Context: an optimization exercise on an open-source flow, tuned for small area, a short achievable clock period and few clock cycles per item. The choices shown serve that exercise and are no tape-out recipe. Where RTL was checked, it was by simulation tests only, not by an equivalence proof against the original. Power is estimated from default activity; no workload was simulated.

## ooo_top
module ooo_top (
   input  wire         clock,
   input  wire         reset,
   input  wire         dispatch_valid,
   input  wire  [2:0]  dispatch_op,
   input  wire  [3:0]  dispatch_rd,
   input  wire  [3:0]  dispatch_rs1,
   input  wire  [3:0]  dispatch_rs2,
   input  wire  [15:0] dispatch_imm,
   output logic        dispatch_ready,
   output logic        commit_valid,
   output logic [3:0]  commit_rd,
   output logic [31:0] commit_value
);
Size in the first run: ~72 I/O pins, ~0.051 mm2 of cells after synthesis.
make LEC_CHECK=0 CAP_MARGIN=20 CORE_MARGIN=2 CORE_UTILIZATION=40 PLACE_DENSITY=0.5 SETUP_SLACK_MARGIN=5 SLEW_MARGIN=20 TNS_END_PERCENT=0 finish   # period 8.0 ns
run.sh (not shown) runs the stock make flow with config.mk's settings and CLKGATE_MAP_FILE= SYNTH_SCRIPT=/design/flow/synth_recipe.tcl, a recipe that flattens the netlist after the stock synthesis.
Then changed:
--- a/flow/design.v
+++ b/flow/design.v
@@ -1274,21 +1274,20 @@
    logic             take;
    logic             uses;
    logic             f_mul;
    logic             f_sub;
    logic             a_d, b_d, a_m, b_m, a_w, b_w;
    logic             ready_next;
    logic [31:0]      rd_a, rd_b;
    logic [15:0]      rd_one, rd_two, rd_neg;
    logic [15:0]      m_one, m_two, m_neg;
    logic [15:0]      w_one, w_two, w_neg;
-   logic [15:0]      e_one, e_two, e_neg;
    logic [15:0]      x_one, x_two, x_neg;
    logic [31:0]      m_row0;
    logic [31:0]      xa, xb, ma;
    logic [32:0]      sum;
    logic [31:0]      row0;
    logic [mid_w-1:0] tree_mid;
    logic [mid_w-1:0] x_mid;
    logic [31:0]      m_s, m_c;
    logic [31:0]      w_next;
    assign m_row0 = m_mid[31:0];
@@ -1386,36 +1385,33 @@
    assign xa[15:0]  = d_a_m ? m_row0[15:0] : (d_a_w ? w_val[15:0] : d_a[15:0]);
    assign xa[31:16] = h_a_m ? m_row0[31:16] : (h_a_w ? w_val[31:16] : d_a[31:16]);
    assign xb[15:0]  = d_b_m ? (m_row0[15:0] ^ {16{d_sub}}) :
                       (d_b_w ? (w_val[15:0] ^ {16{d_sub}}) : d_b[15:0]);
    assign xb[31:16] = h_b_m ? (m_row0[31:16] ^ {16{d_sub}}) :
                       (h_b_w ? (w_val[31:16] ^ {16{d_sub}}) : d_b[31:16]);
    assign ma[15:0]  = d_ma_m ? m_row0[15:0] : (d_ma_w ? w_val[15:0] : d_a[15:0]);
    assign ma[31:16] = h_ma_m ? m_row0[31:16] : (h_ma_w ? w_val[31:16] : d_a[31:16]);
    booth_enc i_m_enc (.b(m_row0), .one(m_one), .two(m_two), .neg(m_neg));
    booth_enc i_w_enc (.b(w_val), .one(w_one), .two(w_two), .neg(w_neg));
-   assign e_one = d_one & {16{d_mul}};
-   assign e_two = d_two & {16{d_mul}};
-   assign e_neg = d_neg & {16{d_mul}};
-   assign x_one[7:0]  = d_mb_m ? m_one[7:0] : (d_mb_w ? w_one[7:0] : e_one[7:0]);
-   assign x_two[7:0]  = d_mb_m ? m_two[7:0] : (d_mb_w ? w_two[7:0] : e_two[7:0]);
-   assign x_neg[7:0]  = d_mb_m ? m_neg[7:0] : (d_mb_w ? w_neg[7:0] : e_neg[7:0]);
-   assign x_one[15:8] = h_mb_m ? m_one[15:8] : (h_mb_w ? w_one[15:8] : e_one[15:8]);
-   assign x_two[15:8] = h_mb_m ? m_two[15:8] : (h_mb_w ? w_two[15:8] : e_two[15:8]);
-   assign x_neg[15:8] = h_mb_m ? m_neg[15:8] : (h_mb_w ? w_neg[15:8] : e_neg[15:8]);
+   assign x_one[7:0]  = d_mb_m ? m_one[7:0] : (d_mb_w ? w_one[7:0] : d_one[7:0]);
+   assign x_two[7:0]  = d_mb_m ? m_two[7:0] : (d_mb_w ? w_two[7:0] : d_two[7:0]);
+   assign x_neg[7:0]  = d_mb_m ? m_neg[7:0] : (d_mb_w ? w_neg[7:0] : d_neg[7:0]);
+   assign x_one[15:8] = h_mb_m ? m_one[15:8] : (h_mb_w ? w_one[15:8] : d_one[15:8]);
+   assign x_two[15:8] = h_mb_m ? m_two[15:8] : (h_mb_w ? w_two[15:8] : d_two[15:8]);
+   assign x_neg[15:8] = h_mb_m ? m_neg[15:8] : (h_mb_w ? w_neg[15:8] : d_neg[15:8]);
    assign sum = {xa, 1'b1} + {xb, d_sub};
    mul_tree1 i_mul_tree1 (.a(ma), .one(x_one), .two(x_two), .neg(x_neg), .mid(tree_mid));
    assign row0 = ({32{d_sel_sum}}  & sum[32:1])
                | ({32{d_sel_and}}  & (xa & xb))
                | ({32{d_sel_xor}}  & (xa ^ xb))
-               | tree_mid[31:0];
-   assign x_mid = {tree_mid[mid_w-1:32], row0};
+               | ({32{d_mul}}      & tree_mid[31:0]);
+   assign x_mid = {tree_mid[mid_w-1:32] & {(mid_w-32){d_mul}}, row0};
    always_ff @(posedge clock) begin
       if (reset) begin
          m_valid <= 1'b0;
       end else begin
          m_valid <= d_valid;
       end
       m_mul <= d_mul;
       m_rd  <= d_rd;
       m_mid <= x_mid;
    end
The new run ran to the end with no violations; synthesized cell count grows by about 3.4%; routed wire length falls by 0.64%; global-route usage falls by 0.69 points; total power shrinks by about 3.3%; worst hold slack barely changes; clock-buffer cell count goes up by 20; utilization falls by 0.57 points.
Testbench counts after the change, summed over its fixed seeds: cycles 16,438, insts 16,000.
The RTL of the first run of this note was laid out without a check of its function.

========
before:
ooo_top with an RTL version that a note above also has.
Size in the first run: about 5,100 cells after synthesis, ~890 flip-flops, roughly 72 I/O pins, ~52,000 um2 of cells after synthesis.
==> flow/design.v (excerpt) <==
module ooo_top (
   input  wire         clock,
   input  wire         reset,
   input  wire         dispatch_valid,
   input  wire  [2:0]  dispatch_op,
   input  wire  [3:0]  dispatch_rd,
   input  wire  [3:0]  dispatch_rs1,
   input  wire  [3:0]  dispatch_rs2,
   input  wire  [15:0] dispatch_imm,
   output logic        dispatch_ready,
   output logic        commit_valid,
   output logic [3:0]  commit_rd,
   output logic [31:0] commit_value
);
   localparam logic [2:0] op_li  = 3'd0;
   localparam logic [2:0] op_add = 3'd1;
   localparam logic [2:0] op_sub = 3'd2;
   localparam logic [2:0] op_and = 3'd3;
   localparam logic [2:0] op_xor = 3'd4;
   localparam logic [2:0] op_mul = 3'd5;
   localparam int         mid_w  = ooo_pkg::mid_w;
   logic [31:0]      rf [16];
   logic [15:0]      rf_set;
   logic             f_valid;
   logic [2:0]       f_op;
   logic [3:0]       f_rd;
   logic [3:0]       f_rs1;
   logic [3:0]       f_rs2;
   logic [15:0]      f_imm;
   logic             ready_q;     
   logic             d_valid;
   logic             d_sub;       
   logic             d_sel_sum;   
   logic             d_sel_and;
   logic             d_sel_xor;
   logic             d_mul;
   logic [3:0]       d_rd;
   logic [31:0]      d_a;
   logic [31:0]      d_b;         
   logic [15:0]      d_one, d_two, d_neg;    
   logic             d_a_m, d_b_m, d_a_w, d_b_w;
   logic             d_ma_m, d_mb_m, d_ma_w, d_mb_w;
   logic             h_a_m, h_b_m, h_a_w, h_b_w;
   logic             h_ma_m, h_mb_m, h_ma_w, h_mb_w;
   logic             m_valid;
   logic             m_mul;
   logic [3:0]       m_rd;
   logic [mid_w-1:0] m_mid;
   logic             w_valid;
   logic [3:0]       w_rd;
   logic [31:0]      w_val;
   logic             stall;
   logic             take;
   logic             uses;
   logic             f_mul;
   logic             f_sub;
   logic             a_d, b_d, a_m, b_m, a_w, b_w;
   logic             ready_next;
  ...
clock: 8.0 ns
lec_check: 0
cap_margin: 20
core_margin: 2
core_utilization: 40
cts_cluster_diameter: 80
cts_cluster_size: 25
place_density: 0.5
setup_slack_margin: 5
slew_margin: 20
tns_end_percent: 0
Testbench counts of before, summed over its fixed seeds: cycles 16,438, insts 16,000.
Here is what was changed in the inputs of after compared with before.
diff --git a/flow/design.v b/flow/design.v
--- a/flow/design.v
+++ b/flow/design.v
@@ -1262,40 +1262,40 @@
    logic             d_a_m, d_b_m, d_a_w, d_b_w;
    logic             d_ma_m, d_mb_m, d_ma_w, d_mb_w;
    logic             h_a_m, h_b_m, h_a_w, h_b_w;
    logic             h_ma_m, h_mb_m, h_ma_w, h_mb_w;
    logic             m_valid;
    logic             m_mul;
    logic [3:0]       m_rd;
    logic [mid_w-1:0] m_mid;
+   logic [31:0]      m_alu;       
    logic             w_valid;
    logic [3:0]       w_rd;
    logic [31:0]      w_val;
    logic             stall;
    logic             take;
    logic             uses;
    logic             f_mul;
    logic             f_sub;
    logic             a_d, b_d, a_m, b_m, a_w, b_w;
    logic             ready_next;
    logic [31:0]      rd_a, rd_b;
    logic [15:0]      rd_one, rd_two, rd_neg;
    logic [15:0]      m_one, m_two, m_neg;
    logic [15:0]      w_one, w_two, w_neg;
    logic [15:0]      x_one, x_two, x_neg;
-   logic [31:0]      m_row0;
    logic [31:0]      xa, xb, ma;
    logic [32:0]      sum;
    logic [31:0]      row0;
+   logic [31:0]      alu;
    logic [mid_w-1:0] tree_mid;
    logic [mid_w-1:0] x_mid;
    logic [31:0]      m_s, m_c;
    logic [31:0]      w_next;
-   assign m_row0 = m_mid[31:0];
    assign stall = f_valid && uses && d_valid && d_mul && (f_rs1 == d_rd || f_rs2 == d_rd);
    assign take           = !stall;
    assign dispatch_ready = ready_q;
    assign ready_next = !(!stall && f_valid && f_mul && dispatch_valid &&
                          dispatch_op != op_li &&
                          (dispatch_rs1 == f_rd || dispatch_rs2 == f_rd));
    always_ff @(posedge clock) begin
       if (reset) begin
@@ -1377,48 +1377,49 @@
          h_a_w  <= !f_mul && !a_d && a_m;
          h_b_w  <= !f_mul && !b_d && b_m;
          h_ma_m <= f_mul && a_d;
          h_mb_m <= f_mul && b_d;
          h_ma_w <= f_mul && !a_d && a_m;
          h_mb_w <= f_mul && !b_d && b_m;
       end
    end
-   assign xa[15:0]  = d_a_m ? m_row0[15:0] : (d_a_w ? w_val[15:0] : d_a[15:0]);
-   assign xa[31:16] = h_a_m ? m_row0[31:16] : (h_a_w ? w_val[31:16] : d_a[31:16]);
-   assign xb[15:0]  = d_b_m ? (m_row0[15:0] ^ {16{d_sub}}) :
+   assign xa[15:0]  = d_a_m ? m_alu[15:0] : (d_a_w ? w_val[15:0] : d_a[15:0]);
+   assign xa[31:16] = h_a_m ? m_alu[31:16] : (h_a_w ? w_val[31:16] : d_a[31:16]);
+   assign xb[15:0]  = d_b_m ? (m_alu[15:0] ^ {16{d_sub}}) :
                       (d_b_w ? (w_val[15:0] ^ {16{d_sub}}) : d_b[15:0]);
-   assign xb[31:16] = h_b_m ? (m_row0[31:16] ^ {16{d_sub}}) :
+   assign xb[31:16] = h_b_m ? (m_alu[31:16] ^ {16{d_sub}}) :
                       (h_b_w ? (w_val[31:16] ^ {16{d_sub}}) : d_b[31:16]);
-   assign ma[15:0]  = d_ma_m ? m_row0[15:0] : (d_ma_w ? w_val[15:0] : d_a[15:0]);
-   assign ma[31:16] = h_ma_m ? m_row0[31:16] : (h_ma_w ? w_val[31:16] : d_a[31:16]);
-   booth_enc i_m_enc (.b(m_row0), .one(m_one), .two(m_two), .neg(m_neg));
+   assign ma[15:0]  = d_ma_m ? m_alu[15:0] : (d_ma_w ? w_val[15:0] : d_a[15:0]);
+   assign ma[31:16] = h_ma_m ? m_alu[31:16] : (h_ma_w ? w_val[31:16] : d_a[31:16]);
+   booth_enc i_m_enc (.b(m_alu), .one(m_one), .two(m_two), .neg(m_neg));
    booth_enc i_w_enc (.b(w_val), .one(w_one), .two(w_two), .neg(w_neg));
    assign x_one[7:0]  = d_mb_m ? m_one[7:0] : (d_mb_w ? w_one[7:0] : d_one[7:0]);
    assign x_two[7:0]  = d_mb_m ? m_two[7:0] : (d_mb_w ? w_two[7:0] : d_two[7:0]);
    assign x_neg[7:0]  = d_mb_m ? m_neg[7:0] : (d_mb_w ? w_neg[7:0] : d_neg[7:0]);
    assign x_one[15:8] = h_mb_m ? m_one[15:8] : (h_mb_w ? w_one[15:8] : d_one[15:8]);
    assign x_two[15:8] = h_mb_m ? m_two[15:8] : (h_mb_w ? w_two[15:8] : d_two[15:8]);
    assign x_neg[15:8] = h_mb_m ? m_neg[15:8] : (h_mb_w ? w_neg[15:8] : d_neg[15:8]);
    assign sum = {xa, 1'b1} + {xb, d_sub};
    mul_tree1 i_mul_tree1 (.a(ma), .one(x_one), .two(x_two), .neg(x_neg), .mid(tree_mid));
-   assign row0 = ({32{d_sel_sum}}  & sum[32:1])
+   assign alu  = ({32{d_sel_sum}}  & sum[32:1])
                | ({32{d_sel_and}}  & (xa & xb))
-               | ({32{d_sel_xor}}  & (xa ^ xb))
-               | ({32{d_mul}}      & tree_mid[31:0]);
+               | ({32{d_sel_xor}}  & (xa ^ xb));
+   assign row0 = alu | ({32{d_mul}} & tree_mid[31:0]);
    assign x_mid = {tree_mid[mid_w-1:32] & {(mid_w-32){d_mul}}, row0};
    always_ff @(posedge clock) begin
       if (reset) begin
          m_valid <= 1'b0;
       end else begin
          m_valid <= d_valid;
       end
       m_mul <= d_mul;
       m_rd  <= d_rd;
       m_mid <= x_mid;
+      m_alu <= alu;
    end
    mul_tree2 i_mul_tree2 (.mid(m_mid), .s(m_s), .c(m_c));
    assign w_next = m_s + m_c;
    always_ff @(posedge clock) begin
       if (reset) begin
          w_valid <= 1'b0;
       end else begin
          w_valid <= m_valid;
[summary]
after and before ended up with nearly the same total half-perimeter wirelength after legalization and detailed placement. For the clock-buffer cell count, after came in about 7% lower than before did. Placed cell count, after vs before: up slightly. Going from before to after, number of cells in the finished layout apart from fillers increased by about 0.55% relative to the old numbers, wire length after detailed routing increased by 0.86% relative to the old numbers, number of well taps closely matched the old numbers, cell area decreased by 0.74% relative to the old numbers. Looking at after and before, the synthesized-area fraction occupied by and/or/nand/nor cells is a wash. after: worst-case setup margin in the final layout is 360 ps lower than what before reported. | switching share of power | after vs before | 0.16 points lower |. As far as row count goes, after and before are indistinguishable; the numbers are identical. Per the comparison of after with before, via count has remained practically unchanged; total inserted antenna cells has increased; top-level port count has remained practically unchanged.
Function not checked in after: the RTL went through the layout flow alone.

========
ooo_top, a different RTL version from the one above (not shown whole).
For scale: about 5000 cells after synthesis, ~840 flip-flops, about 51000 sq um of cells after synthesis.
## ooo_top
module ooo_top (
   input  wire         clock,
   input  wire         reset,
   input  wire         dispatch_valid,
   input  wire  [2:0]  dispatch_op,
   input  wire  [3:0]  dispatch_rd,
   input  wire  [3:0]  dispatch_rs1,
   input  wire  [3:0]  dispatch_rs2,
   input  wire  [15:0] dispatch_imm,
   output logic        dispatch_ready,
   output logic        commit_valid,
   output logic [3:0]  commit_rd,
   output logic [31:0] commit_value
);
   localparam logic [2:0] op_li  = 3'd0;
   localparam logic [2:0] op_add = 3'd1;
   localparam logic [2:0] op_sub = 3'd2;
   localparam logic [2:0] op_and = 3'd3;
   localparam logic [2:0] op_xor = 3'd4;
   localparam logic [2:0] op_mul = 3'd5;
   localparam int         mid_w  = ooo_pkg::mid_w;
   logic [31:0]      rf [16];
   logic [15:0]      rf_set;
   logic             f_valid;
   logic [2:0]       f_op;
   logic [3:0]       f_rd;
   logic [3:0]       f_rs1;
   logic [3:0]       f_rs2;
   logic [15:0]      f_imm;
   logic             ready_q;     
   logic             d_valid;
   logic             d_sub;       
   logic             d_sel_sum;   
   logic             d_sel_and;
   logic             d_sel_xor;
   logic             d_mul;
   logic [3:0]       d_rd;
   logic [31:0]      d_a;
   logic [31:0]      d_b;         
   logic             d_a_m, d_b_m, d_a_w, d_b_w;
   logic             d_ma_m, d_mb_m, d_ma_w, d_mb_w;
   logic             h_a_m, h_b_m, h_a_w, h_b_w;
   logic             h_ma_m, h_mb_m, h_ma_w, h_mb_w;
   logic             m_valid;
   logic             m_mul;
   logic [3:0]       m_rd;
   logic [mid_w-1:0] m_mid;
   logic             w_valid;
   logic [3:0]       w_rd;
   logic [31:0]      w_val;
   logic             stall;
   logic             take;
   logic             uses;
  ...
export LEC_CHECK = 0
export CAP_MARGIN = 20
export CORE_MARGIN = 2
export CORE_UTILIZATION = 40
export CTS_CLUSTER_DIAMETER = 80
export CTS_CLUSTER_SIZE = 25
export PLACE_DENSITY = 0.65
export SETUP_SLACK_MARGIN = 5
export SLEW_MARGIN = 20
export TNS_END_PERCENT = 0
create_clock -name core_clock -period 8.0 [get_ports {clock}]
The first run finished with timing, DRC and antenna clean.
Then changed:
--- a/flow/design.v
+++ b/flow/design.v
@@ -1276,54 +1276,27 @@
    logic             f_sub;
    logic             a_d, b_d, a_m, b_m, a_w, b_w;
    logic             ready_next;
    logic [31:0]      rd_a, rd_b;
    logic [15:0]      d_one, d_two, d_neg;
    logic [15:0]      m_one, m_two, m_neg;
    logic [15:0]      w_one, w_two, w_neg;
    logic [15:0]      x_one, x_two, x_neg;
    logic [31:0]      m_row0;
    logic [31:0]      xa, xb, ma;
-   logic [31:0]      sum;
-   logic [31:0]      and_ab;
+   logic [32:0]      sum;
    logic [31:0]      row0;
    logic [mid_w-1:0] tree_mid;
    logic [mid_w-1:0] x_mid;
    logic [31:0]      m_s, m_c;
    logic [31:0]      w_next;
    assign m_row0 = m_mid[31:0];
-   function automatic logic [31:0] add32(input logic [31:0] a, input logic [31:0] b,
-                                         input logic [31:0] g, input logic cin);
-      logic [31:0] gg;
-      logic [31:0] pp;
-      logic [31:0] ng;
-      logic [31:0] np;
-      logic [31:0] c;
-      gg    = g;
-      pp    = a | b;
-      gg[0] = g[0] | (pp[0] & cin);
-      for (int l = 0; l < 5; l++) begin
-         for (int i = 0; i < 32; i++) begin
-            if (i >= (1 << l)) begin
-               ng[i] = gg[i] | (pp[i] & gg[i - (1 << l)]);
-               np[i] = pp[i] & pp[i - (1 << l)];
-            end else begin
-               ng[i] = gg[i];
-               np[i] = pp[i];
-            end
-         end
-         gg = ng;
-         pp = np;
-      end
-      c = {gg[30:0], cin};
-      add32 = (a ^ c) ^ b;
-   endfunction
    assign stall = f_valid && uses && d_valid && d_mul && (f_rs1 == d_rd || f_rs2 == d_rd);
    assign take           = !stall;
    assign dispatch_ready = ready_q;
    assign ready_next = !(!stall && f_valid && f_mul && dispatch_valid &&
                          dispatch_op != op_li &&
                          (dispatch_rs1 == f_rd || dispatch_rs2 == f_rd));
    always_ff @(posedge clock) begin
       if (reset) begin
          f_valid <= 1'b0;
          ready_q <= 1'b1;
@@ -1414,39 +1387,39 @@
    assign ma[31:16] = h_ma_m ? m_row0[31:16] : (h_ma_w ? w_val[31:16] : d_a[31:16]);
    booth_enc i_m_enc (.b(m_row0), .one(m_one), .two(m_two), .neg(m_neg));
    booth_enc i_w_enc (.b(w_val), .one(w_one), .two(w_two), .neg(w_neg));
    booth_enc i_d_enc (.b(d_b), .one(d_one), .two(d_two), .neg(d_neg));
    assign x_one[7:0]  = d_mb_m ? m_one[7:0] : (d_mb_w ? w_one[7:0] : d_one[7:0]);
    assign x_two[7:0]  = d_mb_m ? m_two[7:0] : (d_mb_w ? w_two[7:0] : d_two[7:0]);
    assign x_neg[7:0]  = d_mb_m ? m_neg[7:0] : (d_mb_w ? w_neg[7:0] : d_neg[7:0]);
    assign x_one[15:8] = h_mb_m ? m_one[15:8] : (h_mb_w ? w_one[15:8] : d_one[15:8]);
    assign x_two[15:8] = h_mb_m ? m_two[15:8] : (h_mb_w ? w_two[15:8] : d_two[15:8]);
    assign x_neg[15:8] = h_mb_m ? m_neg[15:8] : (h_mb_w ? w_neg[15:8] : d_neg[15:8]);
-   assign and_ab = xa & xb;
-   assign sum    = add32(xa, xb, and_ab & ~{32{d_sel_xor}}, d_sub);
+   assign sum = {xa, 1'b1} + {xb, d_sub};
    mul_tree1 i_mul_tree1 (.a(ma), .one(x_one), .two(x_two), .neg(x_neg), .mid(tree_mid));
-   assign row0 = ({32{d_sel_sum || d_sel_xor}} & sum)
-               | ({32{d_sel_and}}  & and_ab)
+   assign row0 = ({32{d_sel_sum}}  & sum[32:1])
+               | ({32{d_sel_and}}  & (xa & xb))
+               | ({32{d_sel_xor}}  & (xa ^ xb))
                | ({32{d_mul}}      & tree_mid[31:0]);
    assign x_mid = {tree_mid[mid_w-1:32] & {(mid_w-32){d_mul}}, row0};
    always_ff @(posedge clock) begin
       if (reset) begin
          m_valid <= 1'b0;
       end else begin
          m_valid <= d_valid;
       end
       m_mul <= d_mul;
       m_rd  <= d_rd;
       m_mid <= x_mid;
    end
    mul_tree2 i_mul_tree2 (.mid(m_mid), .s(m_s), .c(m_c));
-   assign w_next = add32(m_s, m_c, m_s & m_c, 1'b0);
+   assign w_next = m_s + m_c;
    always_ff @(posedge clock) begin
       if (reset) begin
          w_valid <= 1'b0;
       end else begin
          w_valid <= m_valid;
       end
       w_rd  <= m_rd;
       w_val <= w_next;
    end
    always_ff @(posedge clock) begin
After rerunning: Hold slack improved by 12 ps. Final area rises by 0.44%. Die area falls by 0.69%. Routed wire length is about the same. Final cell count falls by 2.0%. Synthesized cell count falls by 3.0%. Core utilization rises by 0.36 points.
Testbench counts after the change, summed over its fixed seeds: cycles 16,438, insts 16,000.
The RTL of the first run of this note was laid out without a check of its function.

-- static timing again, ports no longer ideal --
How much do the figures lean on ideal ports? The routed layouts below were timed once more, with nothing changed but the port constraints. Step 1 sets driving cells, clkbuf_16 on the clock port and buf_2 on the other inputs (assumed; they add their load-dependent delay and slew). Step 2 moves the port delays by t, midway between the first and last clock arrival at a register: inputs arrive t later, outputs are due t later. That takes back most of the time a late clock gives input paths. a / b / c = ideal / step 1 / step 2; a / b = the first two.
run	shift t [ns]	setup WS [ns]	pins driven straight from the clock port
the first run of note 1	0.786	3.875 / 3.875 / 3.875	1
the second run of note 1	0.778	4.147 / 4.134 / 4.147	1
before	0.766	4.107 / 4.107 / 4.107	1
after	0.776	3.749 / 3.749 / 3.749	1
the first run of note 3	0.728	3.709 / 3.709 / 3.709	1
the second run of note 3	0.734	4.210 / 4.198 / 4.210	1
After both steps setup and hold are still met in every run listed.
